What follows belongs to an exercise in optimizing a design on an open flow for small area and few clock cycles; a production flow would make more cautious choices. The RTL was checked by simulation tests, not by an equivalence proof against the original design. No activity file was given, so power comes from the tool's default toggle rates.

Design sorted_timed_command_queue_unit, start of the top module:
module sorted_timed_command_queue_unit (
  input  logic         clk,
  input  logic         rst_n,
  input  logic         in_tvalid,
  output logic         in_tready,
  input  logic [119:0] in_tdata,
  input  logic [1:0]   in_tuser,
  output logic         out_tvalid,
  input  logic         out_tready,
  output logic [63:0]  out_tdata,
  output logic [1:0]   out_tuser
);
Size: about 6200 cells after synthesis, about 190 I/O pins, roughly 60000 µm² of cells after synthesis.
Settings: LEC_CHECK=0, CAP_MARGIN=20, CORE_MARGIN=2, CORE_UTILIZATION=70, CTS_CLUSTER_DIAMETER=80, CTS_CLUSTER_SIZE=30, PLACE_DENSITY=0.75, SLEW_MARGIN=20; clock period 8.0 ns.
standard.sh (not shown) runs the stock make flow with config.mk's settings and CLKGATE_MAP_FILE= SYNTH_SCRIPT=/design/flow/synth_recipe.tcl, a recipe that flattens the netlist after the stock synthesis.
==> flow/flow/run.sh <==
#!/bin/bash
set -e
export BUFFER_PORTS_ARGS="-buffer_cell sky130_fd_sc_hd__buf_2"
bash standard.sh > standard.log 2>&1
The starting point ran to the end with no violations.
Testbench counts at the start, summed over its fixed seeds: cycles 12,315.
Next try:
Settings changed: CORE_UTILIZATION 70 to 60, PLACE_DENSITY 0.75 to default.
Wire length rises slightly.
Worst setup slack got worse by 0.030 ns.
Sequential power falls slightly.

* * *

run 1:
sorted_timed_command_queue_unit, a different RTL version from the one above (not shown whole).
Size in the first run: ~4700 cells after synthesis, about 1400 flip-flops, about 190 I/O pins.
Design sorted_timed_command_queue_unit, start of the top module:
module sorted_timed_command_queue_unit (
  input  logic         clk,
  input  logic         rst_n,
  input  logic         in_tvalid,
  output logic         in_tready,
  input  logic [119:0] in_tdata,
  input  logic [1:0]   in_tuser,
  output logic         out_tvalid,
  input  logic         out_tready,
  output logic [63:0]  out_tdata,
  output logic [1:0]   out_tuser
);
make LEC_CHECK=0 CAP_MARGIN=0 CORE_MARGIN=2 CORE_UTILIZATION=40 CTS_CLUSTER_DIAMETER=80 CTS_CLUSTER_SIZE=30 SLEW_MARGIN=0 finish   # period 8.0 ns
run.sh (not shown) runs the stock make flow with config.mk's settings and CLKGATE_MAP_FILE= SYNTH_SCRIPT=/design/flow/synth_recipe.tcl, a recipe that flattens the netlist after the stock synthesis.
Stock flow here: none of the scripts above is used.
Run 1 has completed all stages; timing, DRC and antenna checks passed.
Testbench counts of run 1, summed over its fixed seeds: cycles 12,008.
Setup changes, run 1 to run 2
Settings: GPL_TIMING_DRIVEN: unset -> 0; SLEW_MARGIN: 0 -> 20; CAP_MARGIN: 0 -> 20.
Results
- Run 2 ended with every stage complete and zero timing, DRC or antenna violations.
- Run 2 vs. run 1: final total power stayed essentially flat; slew at the pin closest to its max-slew limit went up 0.058 ns; placed wire-length estimate after detailed placement now sits higher.
- Delta(fraction of standard cell area that is sequential, run 2 - run 1) > 0
- Run 2 vs run 1, clock-cell share of area went up by 0.30 points.
- In run 2, via count is higher than in run 1.
- Run 2 against run 1: achievable clock frequency ~0 delta, ratio of final minimum period to clock period +0.19 points, wire length +11%.
- Sort run 1 and run 2 by worst setup margin, ascending, and run 2 comes first.
- [run 2 vs run 1] number of non-clock buffers: lower in run 2
Modified inputs, run 3 compared to run 2
Settings: CTS_CLUSTER_DIAMETER removed (was 80); GPL_TIMING_DRIVEN removed (was 0); CTS_CLUSTER_SIZE removed (was 30).
--- outcome ---
Per the comparison of run 3 with run 2, number of cells in the finished layout apart from fillers up 317; post-CTS clock slew at the launch and capture registers of the worst setup and hold paths -0.04 ns.
On number of iterations in the first detailed-routing pass: run 3 sits above run 2.
Summary of run 3 over run 2: layout buffer count excluding clock buffers picked up an extra about 28%; average detailed-routed wire length per instance now smaller.
Final area on run 3 is behind run 2.

* * *

## before
The RTL this note starts from:
==> flow/design.v <==
`timescale 1ns / 1ps
module sorted_timed_command_queue_unit (
  input  logic         clk,
  input  logic         rst_n,
  input  logic         in_tvalid,
  output logic         in_tready,
  input  logic [119:0] in_tdata,
  input  logic [1:0]   in_tuser,
  output logic         out_tvalid,
  input  logic         out_tready,
  output logic [63:0]  out_tdata,
  output logic [1:0]   out_tuser
);
  localparam int N  = 16;
  localparam int NP = 4;        
  localparam int SP = N / NP;   
  logic [31:0] in_now, in_delay, in_pay;
  logic [7:0]  in_cmd, in_sub;
  logic [3:0]  in_slot;
  assign in_now   = in_tdata[31:0];
  assign in_delay = in_tdata[63:32];
  assign in_cmd   = in_tdata[71:64];
  assign in_sub   = in_tdata[79:72];
  assign in_pay   = in_tdata[111:80];
  assign in_slot  = in_tdata[115:112];
  logic is_add, is_rem, is_poll;
  assign is_add  = (in_tuser == 2'd0);
  assign is_rem  = (in_tuser == 2'd1);
  assign is_poll = (in_tuser == 2'd2);
  logic [31:0]  due_q [N];
  logic [7:0]   cmd_q [N];
  logic [7:0]   sub_q [N];
  logic [31:0]  pay_q [N];
  logic [N-1:0] valid_q;    
  logic [N-1:0] popv_q;     
  logic [31:0]  s_due_q;
  logic [7:0]   s_cmd_q, s_sub_q;
  logic [31:0]  s_pay_q;
  logic         s_valid_q;
  logic         s_pop_q;
  logic [4:0]   list_q [N];
  logic [4:0]   count_q;
  logic         out_tvalid_q;
  logic [1:0]   status_q;
  logic [3:0]   slot_q;
  logic [32:0] sum;
  logic        sat;
  logic [31:0] new_due;
  assign sum     = {1'b0, in_now} + {1'b0, in_delay | {32{is_poll}}};
  assign sat     = sum[32] && !is_poll;
  assign new_due = sum[31:0] | {32{sat}};
  function automatic logic gt32(input logic [31:0] a, input logic [31:0] b);
    logic c;
    c = 1'b0;
    for (int i = 0; i < 32; i++) c = (a[i] & ~b[i]) | (a[i] & c) | (~b[i] & c);
    gt32 = c;
  endfunction
  logic [N-1:0] le;
  logic         s_le;
  always_comb begin
    for (int x = 0; x < N; x++) le[x] = sat || !gt32(due_q[x], sum[31:0]);
    s_le = sat || !gt32(s_due_q, sum[31:0]);
  end
  logic [N-1:0] held, thr;
  logic [3:0]   pos;
  always_comb begin
    for (int r = 0; r < N; r++) begin
      held[r] = (5'(r) < count_q);
      thr[r]  = held[r] && (list_q[r][4] ? s_le : le[list_q[r][3:0]]);
    end
    pos[3] = thr[7];
    pos[2] = (thr[3] && !thr[7]) || thr[11];
    pos[1] = (thr[1] && !thr[3]) || (thr[5] && !thr[7]) || (thr[9] && !thr[11]) || thr[13];
    pos[0] = 1'b0;
    for (int r = 0; r < N; r += 2) pos[0] = pos[0] || (thr[r] && !thr[r + 1]);
  end
  logic [NP-1:0] pfree, pwr;
  logic          any_free;
  logic [3:0]    wplace;
  always_comb begin
    logic seen;
    seen   = 1'b0;
    wplace = '0;
    for (int k = 0; k < NP; k++) begin
      pfree[k] = !valid_q[(SP * k + N - 1) % N] && !popv_q[(SP * k + N - 1) % N];
      if (pfree[k] && !seen) wplace = 4'(SP * k);
      seen     = seen || pfree[k];
    end
    any_free = seen;
  end
  logic in_fire, full, stall;
  assign full      = (count_q == 5'd16);
  assign stall     = is_add && !full && s_valid_q && !any_free;
  assign in_tready = (!out_tvalid_q || out_tready) && !stall;
  assign in_fire   = in_tvalid && in_tready;
  logic [3:0] drank;
  logic [4:0] dloc;
  assign drank = is_poll ? 4'd0 : in_slot;
  assign dloc  = list_q[drank];
  logic head_due, slot_ok, add_ok, del_ok, pop;
  assign head_due = sum[32] && thr[0];
  assign slot_ok  = ({1'b0, in_slot} < count_q);
  assign add_ok   = in_fire && is_add && !full;
  assign pop      = is_poll && head_due;
  assign del_ok   = in_fire && ((is_rem && slot_ok) || pop);
  logic drain, direct, wr, wvalid, s_del;
  assign drain  = s_valid_q && any_free;
  assign direct = add_ok && !s_valid_q && any_free;
  assign wr     = drain || direct;
  assign s_del  = del_ok && dloc[4];
  assign wvalid = s_valid_q ? !s_del : 1'b1;
  always_comb for (int k = 0; k < NP; k++) pwr[k] = wr && (wplace == 4'(SP * k));
  logic [31:0] w_due, w_pay;
  logic [7:0]  w_cmd, w_sub;
  assign w_due = s_valid_q ? s_due_q : new_due;
  assign w_cmd = s_valid_q ? s_cmd_q : in_cmd;
  assign w_sub = s_valid_q ? s_sub_q : in_sub;
  assign w_pay = s_valid_q ? s_pay_q : in_pay;
  logic [N-1:0] del_oh, head_oh;
  always_comb begin
    for (int x = 0; x < N; x++) begin
      del_oh[x]  = del_ok && !dloc[4] && (dloc[3:0] == 4'(x));
      head_oh[x] = !list_q[0][4] && (list_q[0][3:0] == 4'(x));
    end
  end
  always_ff @(posedge clk) begin
    for (int x = 0; x < N; x++) begin
      if (x % SP == 0 && pwr[x / SP]) begin
        due_q[x] <= w_due;
        cmd_q[x] <= w_cmd;
        sub_q[x] <= w_sub;
        pay_q[x] <= w_pay;
      end else begin
        due_q[x] <= due_q[(x + N - 1) % N];
        cmd_q[x] <= cmd_q[(x + N - 1) % N];
        sub_q[x] <= sub_q[(x + N - 1) % N];
        pay_q[x] <= pay_q[(x + N - 1) % N];
      end
    end
  end
  always_ff @(posedge clk) begin
    if (add_ok && (s_valid_q || !any_free)) begin
      s_due_q <= new_due;
      s_cmd_q <= in_cmd;
      s_sub_q <= in_sub;
      s_pay_q <= in_pay;
    end
  end
  logic [4:0] mv [N];
  logic [4:0] nloc;
  always_comb begin
    for (int r = 0; r < N; r++) begin
      if (list_q[r][4]) mv[r] = drain ? {1'b0, wplace} : 5'd16;
      else              mv[r] = {1'b0, list_q[r][3:0] + 4'd1};
    end
    nloc = direct ? {1'b0, wplace} : 5'd16;
  end
  always_ff @(posedge clk) begin
    for (int r = 0; r < N; r++) begin
      if (add_ok && !thr[r]) begin
        if (r == 0 || thr[(r + N - 1) % N]) list_q[r] <= nloc;
        else                                list_q[r] <= mv[(r + N - 1) % N];
      end else if (del_ok && 4'(r) >= drank) begin
        list_q[r] <= mv[(r + 1) % N];
      end else begin
        list_q[r] <= mv[r];
      end
    end
  end
  logic out_fire;
  assign out_fire = out_tvalid_q && out_tready;
  always_ff @(posedge clk) begin
    if (!rst_n) begin
      valid_q      <= '0;
      popv_q       <= '0;
      s_valid_q    <= 1'b0;
      s_pop_q      <= 1'b0;
      count_q      <= '0;
      out_tvalid_q <= 1'b0;
    end else begin
      for (int x = 0; x < N; x++) begin
        if (x % SP == 0 && pwr[x / SP]) valid_q[x] <= wvalid;
        else valid_q[x] <= valid_q[(x + N - 1) % N] && !del_oh[(x + N - 1) % N];
      end
      if (add_ok && (s_valid_q || !any_free)) s_valid_q <= 1'b1;
      else if (drain || s_del)               s_valid_q <= 1'b0;
      if (in_fire) begin
        for (int x = 0; x < N; x++) popv_q[x] <= pop && head_oh[(x + N - 1) % N];
        s_pop_q <= pop && list_q[0][4];
      end else if (out_fire) begin
        popv_q  <= '0;
        s_pop_q <= 1'b0;
      end else begin
        for (int x = 0; x < N; x++) popv_q[x] <= popv_q[(x + N - 1) % N];
      end
      if (add_ok)      count_q <= count_q + 5'd1;
      else if (del_ok) count_q <= count_q - 5'd1;
      out_tvalid_q <= in_fire || (out_tvalid_q && !out_tready);
    end
  end
  always_ff @(posedge clk) begin
    if (in_fire) begin
      if (is_add)       status_q <= full ? 2'd1 : 2'd0;
      else if (is_rem)  status_q <= slot_ok ? 2'd0 : 2'd2;
      else if (is_poll) status_q <= head_due ? 2'd0 : 2'd3;
      else              status_q <= 2'd3;
      slot_q <= (is_add && !full) ? pos : 4'd0;
    end
  end
  logic [7:0]  ocmd, osub;
  logic [31:0] opay;
  always_comb begin
    ocmd = s_cmd_q & {8{s_pop_q}};
    osub = s_sub_q & {8{s_pop_q}};
    opay = s_pay_q & {32{s_pop_q}};
    for (int x = 0; x < N; x++) begin
      ocmd = ocmd | (cmd_q[x] & {8{popv_q[x]}});
      osub = osub | (sub_q[x] & {8{popv_q[x]}});
      opay = opay | (pay_q[x] & {32{popv_q[x]}});
    end
  end
  assign out_tvalid = out_tvalid_q;
  assign out_tuser  = status_q;
  assign out_tdata  = {7'd0, count_q, opay, osub, ocmd, slot_q};
endmodule
make LEC_CHECK=0 CAP_MARGIN=20 CORE_MARGIN=2 CORE_UTILIZATION=40 CTS_CLUSTER_DIAMETER=80 CTS_CLUSTER_SIZE=30 SLEW_MARGIN=20 finish   # period 8.0 ns
before: no failed stages, no open violations at the end
Testbench counts of before, summed over its fixed seeds: cycles 12,315.
#### Input delta (after over before)
# before
export LEC_CHECK = 0
export CAP_MARGIN = 20
export CORE_MARGIN = 2
export CORE_UTILIZATION = 40
export CTS_CLUSTER_DIAMETER = 80
export CTS_CLUSTER_SIZE = 30
export SLEW_MARGIN = 20
create_clock -name core_clock -period 8.0 [get_ports {clk}]
# after
export LEC_CHECK = 0
export CAP_MARGIN = 20
export CORE_MARGIN = 2
export CORE_UTILIZATION = 40
export CTS_CLUSTER_DIAMETER = 80
export CTS_CLUSTER_SIZE = 30
export GPL_TIMING_DRIVEN = 0
export SLEW_MARGIN = 20
create_clock -name core_clock -period 8.0 [get_ports {clk}]
==> flow/flow/run.sh (new file) <==
#!/bin/bash
set -e
export BUFFER_PORTS_ARGS="-buffer_cell sky130_fd_sc_hd__buf_2"
bash standard.sh > standard.log 2>&1
==> flow/standard.sh (new file) <==
#!/bin/bash
# synth_recipe.tcl (not shown) runs the flow's synth.tcl, then flattens the netlist and writes it again
# the make line also repeats each setting of config.mk as NAME=value (left out here)
make -C /OpenROAD-flow-scripts/flow DESIGN_CONFIG=/design/flow/config.mk WORK_HOME=/design/flow/orfs CLKGATE_MAP_FILE= SYNTH_SCRIPT=/design/flow/synth_recipe.tcl "${@:-finish}"
removed: flow/run.sh
==> run notes <==
The detailed-route vias per instance of after exceeds that of before by 7.1%. after — synthesis-to-layout area growth 5.0 points lower, before as reference. after ended up with fewer standard cells than before. before → after: share of the core filled with cells saw a decrease; worst slack at placement saw a decrease; footprint of the multi-input gates saw an increase. What the final checks of after revealed, after a flow that finished every stage, was a layout that fails on negative setup slack. Combinational cell fraction of total power was higher in the run labelled after. Cmp before and after / via count / higher: after. Summary: final instance area, after better than before. Per the comparison of after with before, reported leakage power -6.2%; share of total power in the clock network +0.7 points.

==> static timing again, ports no longer ideal <==
How much do the figures lean on ideal ports? The routed layouts below were timed once more, with nothing changed but the port constraints.
Step 1 sets driving cells, clkbuf_16 on the clock port and buf_2 on the other inputs (assumed; they add their load-dependent delay and slew).
Step 2 moves the port delays by t, midway between the first and last clock arrival at a register: inputs arrive t later, outputs are due t later. That takes back most of the time a late clock gives input paths.
Three values: ideal ports, drivers, drivers and shift; two values: the first two.
run | t (ns) | setup slack, ns | hold WS [ns] | clock arrival spread, ns
the first run of note 1 | 0.779 | 0.140 / 0.186 / -0.593 | 0.330 / 0.330 / 0.330 | 0.048 / 0.048
the second run of note 1 | 0.798 | 0.109 / 0.157 / -0.641 | 0.344 / 0.344 / 0.344 | 0.031 / 0.032
run 1 | 0.763 | 0.193 / 0.234 / -0.529 | 0.533 / 0.533 / 0.533 | 0.060 / 0.060
run 2 | 0.787 | 0.177 / 0.225 / -0.562 | 0.540 / 0.540 / 0.540 | 0.064 / 0.064
run 3 | 0.855 | 0.263 / 0.311 / -0.545 | 0.523 / 0.523 / 0.523 | 0.040 / 0.041
before | 0.801 | 0.188 / 0.242 / -0.559 | 0.308 / 0.308 / 0.308 | 0.068 / 0.068
after | 0.816 | -0.007 / 0.037 / -0.779 | 0.329 / 0.329 / 0.329 | 0.075 / 0.074
Met with ideal ports but missed after step 2: setup timing in 6 of these runs. The setup slack of run 3, which loses most, moves by +0.048 ns with the drivers and by -0.808 ns with both steps.
